Background: an optimization exercise with open tools, aiming at small area. Do not read the settings as production practice.
Function was checked by simulation only, so behaviour that the tests miss may differ from the original.
Power is estimated from default activity; no workload was simulated. No driver is modelled on the clock port, so clocking that relies on it looks cheaper here than on a real chip.

==> lagoon <==
// aftabExecute
module aftabExecute (
    input  logic        clk,
    input  logic        reset,
    input  logic        ldIR,
    input  logic        writeRegFile,
    input  logic        selImm,
    input  logic        addSubBar,
    input  logic        compareSigned,
    input  logic [31:0] instrIn,
    input  logic [1:0]  immSel,
    input  logic [1:0]  selLogic,
    input  logic [1:0]  selShift,
    input  logic [1:0]  resultSel,
    output logic [31:0] writeData,
    output logic        lt,
    output logic        eq,
    output logic        gt
);
    logic [31:7] ir;
    always_ff @(posedge clk) begin
        if (reset | ldIR) ir <= instrIn[31:7] & {25{~reset}};
    end
    logic [31:1][31:0] rf;
    for (genvar i = 1; i < 32; i++) begin : g_reg
        logic en;
        assign en = reset | (writeRegFile & (ir[11:7] == 5'(i)));
        always_ff @(posedge clk) begin
            if (en) rf[i] <= writeData;
        end
    end
    logic [31:0] imm, opA, opB;
    logic [31:1] selA, selB;
  ...
==> module gAnd2, before the edit <==
module gAnd2 (
    input  logic a, b,
    output logic y
);
    assign y = a & b;
endmodule
==> module gA22o, before the edit <==
module gA22o (
    input  logic a1, a2, b1, b2,
    output logic y
);
    assign y = (a1 & a2) | (b1 & b2);
endmodule
==> module immGen, before the edit <==
module immGen (
    input  logic [31:7] ir,
    input  logic [1:0]  immSel,
    output logic [31:0] imm
);
    logic tI, tS, tIS, tU, tNZ;
    assign tI  = (immSel == 2'd0);
    assign tS  = (immSel == 2'd1);
    assign tIS = ~immSel[1];
    assign tU  = (immSel == 2'd2);
    assign tNZ = ~(immSel == 2'd3);
    gAnd2 u_b31 (.a(tNZ), .b(ir[31]), .y(imm[31]));
    for (genvar k = 12; k < 31; k++) begin : g_hi
        gA22o u (.a1(tU), .a2(ir[k]), .b1(tIS), .b2(ir[31]), .y(imm[k]));
    end
    for (genvar k = 5; k < 12; k++) begin : g_mid
        gAnd2 u (.a(tIS), .b(ir[k+20]), .y(imm[k]));
    end
    for (genvar k = 0; k < 5; k++) begin : g_lo
        gA22o u (.a1(tI), .a2(ir[k+20]), .b1(tS), .b2(ir[k+7]), .y(imm[k]));
    end
endmodule
export LEC_CHECK = 0
export CAP_MARGIN = 20
export CORE_MARGIN = 2
export CORE_UTILIZATION = 55
export PLACE_DENSITY = 0.7
export SLEW_MARGIN = 20
export SYNTH_HIERARCHICAL = 1
create_clock -name core_clock -period 12.0 [get_ports {clk}]
standard.sh (not shown) runs the stock make flow with config.mk's settings and CLKGATE_MAP_FILE= SYNTH_SCRIPT=/design/flow/synth_recipe.tcl, a recipe that flattens the netlist after the stock synthesis.
==> flow/flow/run.sh <==
#!/bin/bash
# The standard layout (standard.sh: the standard flow's synthesis and ORFS steps), with two changes:
# the port buffers are buf_1 cells instead of delay cells, and clock tree synthesis
# uses larger sink clusters and inserts no dummy loads.
set -euo pipefail
bash standard.sh \
  "BUFFER_PORTS_ARGS=-buffer_cell sky130_fd_sc_hd__buf_1" \
  "CTS_ARGS=-sink_clustering_enable -repair_clock_nets -dont_use_dummy_load -sink_clustering_size 30 -sink_clustering_max_diameter 100 -buf_list {sky130_fd_sc_hd__clkbuf_8 sky130_fd_sc_hd__clkbuf_16}" \
  finish > standard.log 2>&1
==> xenon: changes against lagoon <==
--- a/flow/design.v
+++ b/flow/design.v
@@ -78,16 +78,4 @@
     assign y = (a1 | a2 | a3) & (b1 | b2);
 endmodule
-module gAnd2 (
-    input  logic a, b,
-    output logic y
-);
-    assign y = a & b;
-endmodule
-module gA22o (
-    input  logic a1, a2, b1, b2,
-    output logic y
-);
-    assign y = (a1 & a2) | (b1 & b2);
-endmodule
 `timescale 1ns/1ps
 module immGen (
@@ -96,19 +84,11 @@
     output logic [31:0] imm
 );
-    logic tI, tS, tIS, tU, tNZ;
-    assign tI  = (immSel == 2'd0);
-    assign tS  = (immSel == 2'd1);
-    assign tIS = ~immSel[1];
-    assign tU  = (immSel == 2'd2);
-    assign tNZ = ~(immSel == 2'd3);
-    gAnd2 u_b31 (.a(tNZ), .b(ir[31]), .y(imm[31]));
-    for (genvar k = 12; k < 31; k++) begin : g_hi
-        gA22o u (.a1(tU), .a2(ir[k]), .b1(tIS), .b2(ir[31]), .y(imm[k]));
-    end
-    for (genvar k = 5; k < 12; k++) begin : g_mid
-        gAnd2 u (.a(tIS), .b(ir[k+20]), .y(imm[k]));
-    end
-    for (genvar k = 0; k < 5; k++) begin : g_lo
-        gA22o u (.a1(tI), .a2(ir[k+20]), .b1(tS), .b2(ir[k+7]), .y(imm[k]));
+    always_comb begin
+        case (immSel)
+            2'd0:    imm = {{20{ir[31]}}, ir[31:20]};
+            2'd1:    imm = {{20{ir[31]}}, ir[31:25], ir[11:7]};
+            2'd2:    imm = {ir[31:12], 12'b0};
+            default: imm = '0;
+        endcase
     end
 endmodule
==> flow/run.sh (new file) <==
#!/bin/bash
# synth_recipe.tcl (not shown) runs the flow's synth.tcl, then flattens the netlist and writes it again
# the make line also repeats each setting of config.mk as NAME=value (left out here)
make -C /OpenROAD-flow-scripts/flow DESIGN_CONFIG=/design/flow/config.mk WORK_HOME=/design/flow/orfs CLKGATE_MAP_FILE= SYNTH_SCRIPT=/design/flow/synth_recipe.tcl finish
Settings changed: CTS_BUF_LIST set to sky130_fd_sc_hd__clkbuf_8 sky130_fd_sc_hd__clkbuf_16, CTS_CLUSTER_DIAMETER set to 100, CTS_CLUSTER_SIZE set to 30, SETUP_SLACK_MARGIN set to 0.25.
removed: flow/flow/run.sh
removed: flow/standard.sh
==> run notes <==
In flip-flop and latch count, lagoon and xenon do not differ.
Between lagoon and xenon, the lower final cell count is in lagoon (gap about 0.9%, measured against xenon).
In sequential power, xenon and lagoon hardly differ.
Between lagoon and xenon, the lower clock skew is in xenon (gap 0.035 ns).
In xenon the worst setup slack is better than in lagoon, by 0.058 ns.
Die area is about the same in xenon and lagoon.
Total power: xenon is larger than lagoon (about 1.6%).
Of xenon and lagoon, xenon has the higher final area (gap 1.6%, measured against lagoon).
Global-route usage: lagoon is higher than xenon (0.94 points).
Against xenon, the clock-buffer cell count of lagoon is lower by 3.
==> figures <==
item                                                     lagoon           xenon
Layout-to-synthesis area ratio                           1.094x          1.110x
DIE AREA                                             83900 um^2      84100 um^2
Met3 Use GR                                               0.137          0.0905
Fillcell total                                             6081            6032
Syn nets                                                   2902            2914
Power in sequential cells                             0.00538 W       0.00537 W
Highest fanout seen on the critical path                     32              12
Outcome                                          finished clean  finished clean
Final worst setup slack                                0.365 ns        0.422 ns
Non-clk buf share                                        0.0302          0.0421
Hold Worst Slack                                        1.19 ns         1.06 ns
Worst reg2reg path depth                                     23              28
Power in combinational cells                          0.00262 W       0.00268 W
Maximum single-stage delay on the critical path         0.73 ns         1.10 ns
Post-route non-filler standard cell count                  4174            4211
Endpoint of the worst register-to-register path         rf[799]         rf[223]
Detailed-routed wire length on met2                    75500 um        74700 um
Post-route minimum period                              11.64 ns        11.58 ns
Inst Count DP                                              4129            4161
Inserted Diodes                                               4               1
First-pass GRT wire length                            245000 um       245000 um
LEAKAGE                                                 16.3 nW         16.8 nW

[separate check: timing with driven ports]
How much do the figures lean on ideal ports? The routed layouts below were timed once more, with nothing changed but the port constraints.
Step 1 (the two cells are an assumption about what drives the block):
set clk [get_ports {clk}]
set_driving_cell -lib_cell sky130_fd_sc_hd__clkbuf_16 $clk
set_driving_cell -lib_cell sky130_fd_sc_hd__buf_2 [delete_from_list [all_inputs] $clk]
Step 2, shift: input delay + t, output delay - t, t = (earliest + latest rising clock arrival at the registers) / 2. This alone moves slack from input paths to output paths.
Three values: no drivers, after step 1, after step 2; two values: the first two.
| run | shift t [ns] | setup WS [ns] | latest minus earliest clock arrival (ns) |
|---|---|---|---|
| lagoon | 0.659 | 0.365 / 0.293 / 0.435 | 0.103 / 0.103 |
| xenon | 0.691 | 0.422 / 0.396 / 0.396 | 0.068 / 0.067 |
After both steps every run listed still meets setup and hold. The setup slack of xenon, which loses most, moves by -0.026 ns with the drivers and by -0.026 ns with both steps.
